Source: an optimization exercise on an open RTL-to-GDS flow (aim: small area, a short achievable clock period and few clock cycles). Production flows keep margins and buffers that such runs may drop. Only simulation tests tie the RTL to the original design; equivalence was not proved. Power figures rest on the tool's default switching activity, not on a simulated workload.

`design/flow/design.v`:
```
`timescale 1ns / 1ps
package tmr_pkg;
    localparam int MAX_MOTIF_CHARS_DEFAULT = 16;
    localparam int MOTIF_REG_CHARS = 16;
    localparam int BASE_W = 8;
    localparam int LEN_W = 5;
    localparam int RUN_W = 8;
    localparam int CFG_IDX_W = 2;
    localparam int CFG_DATA_W = 64;
    localparam logic [CFG_IDX_W-1:0] REG_MOTIF_LOW = 2'd0;
    localparam logic [CFG_IDX_W-1:0] REG_MOTIF_HIGH = 2'd1;
    localparam logic [CFG_IDX_W-1:0] REG_MOTIF_LENGTH = 2'd2;
    localparam logic [CFG_IDX_W-1:0] REG_MIN_REPEATS = 2'd3;
    localparam logic [BASE_W-1:0] CHAR_A = 8'h41;
    localparam logic [BASE_W-1:0] CHAR_C = 8'h43;
    localparam logic [BASE_W-1:0] CHAR_G = 8'h47;
    localparam logic [BASE_W-1:0] CHAR_T = 8'h54;
    typedef struct packed {
        logic [MOTIF_REG_CHARS-1:0][BASE_W-1:0] motif;
        logic [LEN_W-1:0]                       len;
        logic [RUN_W-1:0]                       min_rep;
    } cfg_t;
    typedef struct packed {
        logic advance;
        logic first;
        logic last;
    } step_t;
    function automatic logic [BASE_W-1:0] complement(input logic [BASE_W-1:0] c);
        logic [BASE_W-1:0] r;
        case (c)
            CHAR_A:  r = CHAR_T;
            CHAR_T:  r = CHAR_A;
            CHAR_C:  r = CHAR_G;
            CHAR_G:  r = CHAR_C;
            default: r = c;
        endcase
        complement = r;
    endfunction
endpackage
`timescale 1ns / 1ps
module tmr_cfg_regs (
    input  logic                              aclk,
    input  logic                              aresetn,
    input  logic                              cfg_valid,
    output logic                              cfg_ready,
    input  logic [tmr_pkg::CFG_IDX_W-1:0]     cfg_index,
    input  logic [tmr_pkg::CFG_DATA_W-1:0]    cfg_data,
    output tmr_pkg::cfg_t                     cfg
);
    logic [tmr_pkg::CFG_DATA_W-1:0] motif_low_reg;
    logic [tmr_pkg::CFG_DATA_W-1:0] motif_high_reg;
    logic [tmr_pkg::LEN_W-1:0]      len_reg;
    logic [tmr_pkg::RUN_W-1:0]      min_rep_reg;
    assign cfg_ready = 1'b1;
    always_ff @(posedge aclk) begin
        if (!aresetn) begin
            motif_low_reg  <= '0;
            motif_high_reg <= '0;
            len_reg        <= '0;
            min_rep_reg    <= tmr_pkg::RUN_W'(1);
        end else if (cfg_valid) begin
            case (cfg_index)
                tmr_pkg::REG_MOTIF_LOW:    motif_low_reg  <= cfg_data;
                tmr_pkg::REG_MOTIF_HIGH:   motif_high_reg <= cfg_data;
                tmr_pkg::REG_MOTIF_LENGTH: len_reg        <= cfg_data[tmr_pkg::LEN_W-1:0];
                tmr_pkg::REG_MIN_REPEATS:  min_rep_reg    <= cfg_data[tmr_pkg::RUN_W-1:0];
                default: begin
                end
            endcase
        end
    end
    assign cfg.motif   = {motif_high_reg, motif_low_reg};
    assign cfg.len     = len_reg;
    assign cfg.min_rep = min_rep_reg;
endmodule
`timescale 1ns / 1ps
module tmr_scan_ctr (
    input  logic                          aclk,
    input  logic                          aresetn,
    input  tmr_pkg::step_t                step,
    input  tmr_pkg::cfg_t                 cfg,
    input  logic                          scan_en,
    input  logic                          match,
    output logic                          hit
);
    logic [tmr_pkg::LEN_W-1:0] skip_reg;
    logic [tmr_pkg::LEN_W-1:0] skip_eff;
    logic [tmr_pkg::LEN_W-1:0] skip_next;
    logic [tmr_pkg::RUN_W-1:0] run_reg;
    logic [tmr_pkg::RUN_W-1:0] run_eff;
    logic [tmr_pkg::RUN_W-1:0] run_next;
    always_comb begin
        skip_eff  = step.first ? '0 : skip_reg;
        run_eff   = step.first ? '0 : run_reg;
        skip_next = skip_eff;
        run_next  = run_eff;
        hit       = 1'b0;
        if (scan_en) begin
            if (skip_eff != '0) begin
                skip_next = skip_eff - 1'b1;
            end else if (match) begin
                run_next  = (run_eff == '1) ? run_eff : run_eff + 1'b1;
                skip_next = cfg.len - 1'b1;
                hit       = (run_next >= cfg.min_rep);
            end else begin
                run_next = '0;
            end
        end
    end
    always_ff @(posedge aclk) begin
        if (!aresetn) begin
            skip_reg <= '0;
            run_reg  <= '0;
        end else if (step.advance) begin
            skip_reg <= step.last ? '0 : skip_next;
            run_reg  <= step.last ? '0 : run_next;
        end
    end
endmodule
`timescale 1ns / 1ps
module tmr_window #(
    parameter int MAX_MOTIF_CHARS = tmr_pkg::MAX_MOTIF_CHARS_DEFAULT
) (
    input  logic                          aclk,
    input  logic                          aresetn,
    input  tmr_pkg::step_t                step,
    input  logic [tmr_pkg::BASE_W-1:0]    base,
    input  tmr_pkg::cfg_t                 cfg,
    output logic                          scan_en,
    output logic                          fwd_match,
    output logic                          rev_match
);
    localparam int CS_W = $clog2(MAX_MOTIF_CHARS + 1);
    localparam int LIMIT = (MAX_MOTIF_CHARS < tmr_pkg::MOTIF_REG_CHARS) ?
                           MAX_MOTIF_CHARS : tmr_pkg::MOTIF_REG_CHARS;
    logic [MAX_MOTIF_CHARS-1:0][tmr_pkg::BASE_W-1:0] recent_reg;
    logic [MAX_MOTIF_CHARS-1:0][tmr_pkg::BASE_W-1:0] recent_next;
    logic [CS_W-1:0]                                 seen_reg;
    logic [CS_W-1:0]                                 seen_eff;
    logic [CS_W-1:0]                                 seen_next;
    always_comb begin
        recent_next[0] = base;
        for (int i = 1; i < MAX_MOTIF_CHARS; i++) begin
            recent_next[i] = recent_reg[i-1];
        end
        seen_eff  = step.first ? '0 : seen_reg;
        seen_next = (seen_eff == CS_W'(MAX_MOTIF_CHARS)) ? seen_eff : seen_eff + 1'b1;
    end
    always_ff @(posedge aclk) begin
        if (step.advance) begin
            recent_reg <= recent_next;
        end
    end
    always_ff @(posedge aclk) begin
        if (!aresetn) begin
            seen_reg <= '0;
        end else if (step.advance) begin
            seen_reg <= step.last ? '0 : seen_next;
        end
    end
    always_comb begin
        logic [tmr_pkg::LEN_W-1:0] idx;
        scan_en = (cfg.len != '0) && (cfg.len <= tmr_pkg::LEN_W'(LIMIT)) &&
                  (cfg.min_rep != '0) &&
                  ({{tmr_pkg::LEN_W{1'b0}}, seen_next} >= {{CS_W{1'b0}}, cfg.len});
        fwd_match = 1'b1;
        rev_match = 1'b1;
        for (int j = 0; j < LIMIT; j++) begin
            idx = cfg.len - 5'd1 - tmr_pkg::LEN_W'(j);
            if (tmr_pkg::LEN_W'(j) < cfg.len) begin
                if (recent_next[j] != cfg.motif[idx[3:0]]) begin
                    fwd_match = 1'b0;
                end
                if (recent_next[j] != tmr_pkg::complement(cfg.motif[j])) begin
                    rev_match = 1'b0;
                end
            end
        end
    end
endmodule
`timescale 1ns / 1ps
module tandem_motif_repeat_detector #(
    parameter int MAX_MOTIF_CHARS = tmr_pkg::MAX_MOTIF_CHARS_DEFAULT
) (
    input  logic                              aclk,
    input  logic                              aresetn,
    input  logic                              s_tvalid,
    output logic                              s_tready,
    input  logic [7:0]                        s_tdata,    
    input  logic [1:0]                        s_tuser,    
    input  logic                              s_tlast,    
    output logic                              m_tvalid,
    input  logic                              m_tready,
    output logic [7:0]                        m_tdata,    
    output logic [0:0]                        m_tuser,    
    input  logic                              cfg_valid,
    output logic                              cfg_ready,
    input  logic [tmr_pkg::CFG_IDX_W-1:0]     cfg_index,
    input  logic [tmr_pkg::CFG_DATA_W-1:0]    cfg_data
);
    tmr_pkg::cfg_t  cfg;
    tmr_pkg::step_t step;
    logic                       in_valid_reg;
    logic [tmr_pkg::BASE_W-1:0] base_reg;
    logic                       region_reg;
    logic                       first_reg;
    logic                       last_reg;
    logic                       hit_latched_reg;
    logic                       hit_latched_next;
    logic                       out_valid_reg;
    logic                       out_region_reg;
    logic                       out_found_reg;
    logic                       advance;
    logic                       scan_en;
    logic                       fwd_match;
    logic                       rev_match;
    logic                       fwd_hit;
    logic                       rev_hit;
    tmr_cfg_regs u_cfg (
        .aclk      (aclk),
        .aresetn   (aresetn),
        .cfg_valid (cfg_valid),
        .cfg_ready (cfg_ready),
        .cfg_index (cfg_index),
        .cfg_data  (cfg_data),
        .cfg       (cfg)
    );
    assign advance  = in_valid_reg && (!last_reg || !out_valid_reg || m_tready);
    assign s_tready = !in_valid_reg || advance;
    assign step.advance = advance;
    assign step.first   = first_reg;
    assign step.last    = last_reg;
    always_ff @(posedge aclk) begin
        if (!aresetn) begin
            in_valid_reg <= 1'b0;
        end else if (s_tready) begin
            in_valid_reg <= s_tvalid;
        end
    end
    always_ff @(posedge aclk) begin
        if (s_tready && s_tvalid) begin
            base_reg   <= s_tdata;
            region_reg <= s_tuser[0];
            first_reg  <= s_tuser[1];
            last_reg   <= s_tlast;
        end
    end
    tmr_window #(
        .MAX_MOTIF_CHARS (MAX_MOTIF_CHARS)
    ) u_window (
        .aclk      (aclk),
        .aresetn   (aresetn),
        .step      (step),
        .base      (base_reg),
        .cfg       (cfg),
        .scan_en   (scan_en),
        .fwd_match (fwd_match),
        .rev_match (rev_match)
    );
    tmr_scan_ctr u_fwd_scan (
        .aclk    (aclk),
        .aresetn (aresetn),
        .step    (step),
        .cfg     (cfg),
        .scan_en (scan_en),
        .match   (fwd_match),
        .hit     (fwd_hit)
    );
    tmr_scan_ctr u_rev_scan (
        .aclk    (aclk),
        .aresetn (aresetn),
        .step    (step),
        .cfg     (cfg),
        .scan_en (scan_en),
        .match   (rev_match),
        .hit     (rev_hit)
    );
    assign hit_latched_next = (hit_latched_reg && !first_reg) || fwd_hit || rev_hit;
    always_ff @(posedge aclk) begin
        if (!aresetn) begin
            hit_latched_reg <= 1'b0;
        end else if (advance) begin
            hit_latched_reg <= last_reg ? 1'b0 : hit_latched_next;
        end
    end
    always_ff @(posedge aclk) begin
        if (!aresetn) begin
            out_valid_reg <= 1'b0;
        end else if (advance && last_reg) begin
            out_valid_reg <= 1'b1;
        end else if (m_tready) begin
            out_valid_reg <= 1'b0;
        end
    end
    always_ff @(posedge aclk) begin
        if (advance && last_reg) begin
            out_region_reg <= region_reg;
            out_found_reg  <= hit_latched_next;
        end
    end
    assign m_tvalid   = out_valid_reg;
    assign m_tdata    = {7'd0, out_found_reg};
    assign m_tuser[0] = out_region_reg;
endmodule
```
`design/flow/run.sh`:
```
#!/bin/bash
# synth_recipe.tcl (not shown) runs the flow's synth.tcl, then flattens the netlist and writes it again
# the make line also repeats each setting of config.mk as NAME=value (left out here)
make -C /OpenROAD-flow-scripts/flow DESIGN_CONFIG=/design/flow/config.mk WORK_HOME=/design/flow/orfs CLKGATE_MAP_FILE= SYNTH_SCRIPT=/design/flow/synth_recipe.tcl finish
```
`design/flow/config.mk`:
```
export PLATFORM = sky130hd
export DESIGN_NAME = tandem_motif_repeat_detector
export DESIGN_NICKNAME = tandem_motif_repeat_detector
export VERILOG_FILES = /design/flow/design.v
export SDC_FILE = /design/flow/constraint.sdc
export NUM_CORES = 4
export LEC_CHECK = 0
export CAP_MARGIN = 20
export CORE_MARGIN = 2
export CORE_UTILIZATION = 40
export SLEW_MARGIN = 20
```
`design/flow/constraint.sdc`:
```
create_clock -name core_clock -period 10.0 [get_ports {aclk}]
set_input_delay 2.0000 -clock core_clock [delete_from_list [all_inputs] [get_ports {aclk}]]
set_output_delay 2.0000 -clock core_clock [all_outputs]
set_load 0.01 [all_outputs]
```
==> flow_metrics.env <==
export IMPL_finalSetupViolations=0
export IMPL_ctsResizeCount=0
export IMPL_start_kind="flip-flop"
export IMPL_synth_cells=2599
export IMPL_required_ps=10460
export IMPL_fin_crit_sh_pct=62.87
export IMPL_rsz0062_at_grt="false"
export IMPL_ir_drop_uv=110.8
export IMPL_cts_sinks=308
export IMPL_clockBufferDepth=3
export IMPL_rrSetupSlack_ps=3710
export IMPL_path_cells="inv_1 -> ha_4 -> inv_1 -> ha_1 -> xnor3_1 -> mux4_2 -> xnor2_1 -> nand3_1 -> nor4_2 -> maj3_1 -> nand2_1 -> a21oi_2 -> nand4_4 -> a2111oi_2"
export IMPL_slew_headroom_pct=27.56
export IMPL_power_density_nw_per_um2=135.5
export IMPL_drt_initial_drc_count=3095
export IMPL_crit_start="u_cfg.len_reg[1]"
export IMPL_grt_pass1_wl_um=152400
export IMPL_firstDrtPassIters=6
export IMPL_grt_pass1_vias=20410
export IMPL_synth_seq_area_share_pct=30.49
export IMPL_finalWorstSetupSlack_ps=3713
export IMPL_slew_violations=0
export IMPL_antenna_found_initial=14
export IMPL_drc=0
export IMPL_whs_ps=433.0
export IMPL_avgSynthCellArea_sq_um=9.462
export IMPL_synth_distinct_cells=88
export IMPL_cts_tree="yes"
export IMPL_synthFlopType="dfxtp_1"
export IMPL_worst_ep_arrival_time_ps=6750
export IMPL_drt_wl_total_um=108900
export IMPL_grt_ovfl_total=0
export IMPL_synth_edf_count=133
export IMPL_antenna_left=0
export IMPL_slowest_stage="xnor3_1"
export IMPL_place_ws_ps=3883
export IMPL_path_class="reg2reg"
export IMPL_clkPwrFrac_pct=40.1
export IMPL_fin_area_sq_um=27030
export IMPL_htreeDepth=2
export IMPL_ys_warn_count=4
export IMPL_fmax_ghz=0.1591
export IMPL_dieArea_sq_um=63480
export IMPL_min_period_ps=6287
export IMPL_vias=22110
export IMPL_synth_cell_area_sq_um=24590
export IMPL_post_cts_setup_buffers=0
export IMPL_finalClockSkew_ps=19.42
export IMPL_place_gp_congestion=0.9963
export IMPL_start_util_pct=40.59
export IMPL_largest_reg_flops=120
export IMPL_holdCritPathClass="reg2reg"
export IMPL_rows=90
export IMPL_power_leakage_uw=0.008924
export IMPL_port_buffers=85
export IMPL_crit_fanout=63
export IMPL_crit_path_end_kind="flip-flop"
export IMPL_cts_buffers=39
export IMPL_seqPwrFrac_pct=40.4
export IMPL_top_level_ports=94
export IMPL_drive_gt1_share_pct=15.66
export IMPL_cap_violations=0
export IMPL_fillers=5786
export IMPL_routed_via_density=6.585
export IMPL_critical_path_max_stage_delay_ps=960
export IMPL_rr_worst_depth=14
export IMPL_synth_seq_cells=308
export IMPL_tightest_slew_ps=1083
export IMPL_internal_power_uw=2533
export IMPL_postCtsHoldBufs=0
export IMPL_r2r_end="u_fwd_scan.run_reg[7]"
export IMPL_p_switching_uw=1130
export IMPL_power_frac_comb_pct=19.5
export IMPL_die_h_um=251.9
export IMPL_grt_usage_pct=33.80
export IMPL_critPathCapture="u_fwd_scan.run_reg[7]"
export IMPL_root_buffer="clkbuf_16"
export IMPL_area_growth_pct=9.927
export IMPL_worst_path_most_repeated_cell="inv_1"
export IMPL_power_switching_share_pct=30.85
export IMPL_r2r_start="u_cfg.len_reg[1]"
export IMPL_grt_max_degree=111
export IMPL_fin_setup_tns_ps=0
export IMPL_fp_coreArea_sq_um=60580
export IMPL_wl_per_cell_um=32.43
export IMPL_die_x_um=251.9
export IMPL_insertion_delay_ps=580
export IMPL_run_status="complete, no violations"
export IMPL_dp_hpwl_um=83760
export IMPL_path_clk_slew_ps=70
export IMPL_async_reset_ff_share_pct=0
export IMPL_fin_nets=2661
export IMPL_post_dp_cell_area_sq_um=25700
export IMPL_hold_violations=0
## placed cells by master (no fill, tap or decap), types with 85 or more instances in the layout
master and instances:
a21oi_1 206, clkdlybuf4s50_1 85, dfxtp_1 173, edfxtp_1 133
mux2_2 104, mux2i_1 154, mux4_2 148, nand2_1 407
xnor2_1 116, xor2_1 115
## synthesized netlist by cell type, drive strengths merged (6+ instances only)
cell	instances	area share (%)
a31oi	21	0.53
o21bai	8	0.24
inv	53	0.81
nand4b	9	0.32
nor3b	8	0.24
mux2	106	4.9
clkbuf	134	2.1
ha	35	1.8
o31ai	9	0.30
or3	20	0.51
nand2	407	6.2
o221ai	15	0.53
buf	91	2.4
a22oi	9	0.27
or4b	16	0.65
o22ai	18	0.46
and3	8	0.22
a211o	6	0.21
o211ai	17	0.52
nand3	56	1.1
nor4	21	0.74
mux4	148	14
nor3	81	1.7
nor2b	23	0.59
o31a	27	0.97
xnor2	121	4.4
mux2i	154	6.3
nor2	85	1.3
nand4	38	1.0
o21ai	90	1.8
xor2	115	4.1
edfxtp	133	16
dfxtp	175	14
nand2b	31	0.79
a21oi	209	4.3
and2	9	0.23
a21o	13	0.40
## kinds of logic after synthesis
logic type               count (synthesis)  synth area share [%]
flip-flops                             308                 30.49
AND/OR/NAND/NOR                        829                 16.20
XOR/XNOR                               241                 8.955
buffers and inverters                  280                 5.327
multiplexers                           408                 24.68
adder cells (fa/ha/maj)                 36                 1.822
other                                    2               0.03054
AO/OA/AOI/OAI                          495                 12.51
## layout make-up
type                       instances  area, sq um  area share (%)
clock inverter                    16        138.9          0.5138
antenna                            2        5.005         0.01851
sequential                       308         7502           27.75
timing repair buffer             123         1149           4.249
clock buffer                      55         1171           4.332
multi-input combinational       2017        15880           58.73
inverter                          55        211.5          0.7822
tap                              782        978.4           3.620
## worst min-delay path by stage
stage                     end       start  depth (start not counted)
2_1_floorplan  out_region_reg  region_reg                          0
3_3_place_gp   out_region_reg  region_reg                          0
3_5_place_dp   out_region_reg  region_reg                          0
4_1_cts        out_region_reg  region_reg                          0
5_1_grt        out_region_reg  region_reg                          0
6_report       out_region_reg  region_reg                          0
## routing by layer
layer | GRT usage (%) | routed length (um)
met2 | 49.33 | 45650
met1 | 47.35 | 44500
met4 | 17.82 | 6711
met5 | 0 | 13
met3 | 6.438 | 12020
## critical path: cells and delay by family (launching register included)
kind            cells  cell delay [ps]
fa+ha+maj           3             1500
xor+xnor            2             1150
compound gates      2              810
simple gates        4              760
flops               1              640
buf+inv             2              640
mux                 1              610
## through the flow
step | total power, uW | instances | util, %
after floorplan | 1951 | 2605 | -
after detailed placement | 2199 | 3285 | 42.42
after global placement | 2194 | 3285 | 42.42
final | 3663 | 3358 | 44.62
after CTS | 3656 | 3356 | 44.58
after global routing | 3764 | 3356 | 44.61
## power by group through the flow
stage	clock network (uW)	logic, uW	registers [uW]
finish	1470	715	1480
global route	1530	758	1480
CTS	1480	703	1470
detailed placement	0	700	1500
global placement	0	696	1500
floorplan	0	531	1420
Testbench counts, summed over its fixed seeds: cycles 41,639.

port drivers added, routing unchanged:
Ports are ideal in the flow. The routed layout listed here was re-timed in OpenROAD.
Step 1, drivers: a clkbuf_16 drives aclk and a buf_2 each remaining input, both assumed.
Step 2 moves the port delays by t, midway between the first and last clock arrival at a register: inputs arrive t later, outputs are due t later. That takes back most of the time a late clock gives input paths.
a / b / c = ideal / step 1 / step 2; a / b = the first two.
t (ns): 0.633
setup slack, ns: 3.713 / 3.713 / 3.713
worst hold slack (ns): 0.433 / 0.433 / 0.433
latest minus earliest clock arrival (ns): 0.022 / 0.021
pins driven straight from the clock port: 1
After both steps setup and hold are still met in this run. For this run, drivers alone change the setup slack by 0.000 ns; drivers and shift together by 0.000 ns.
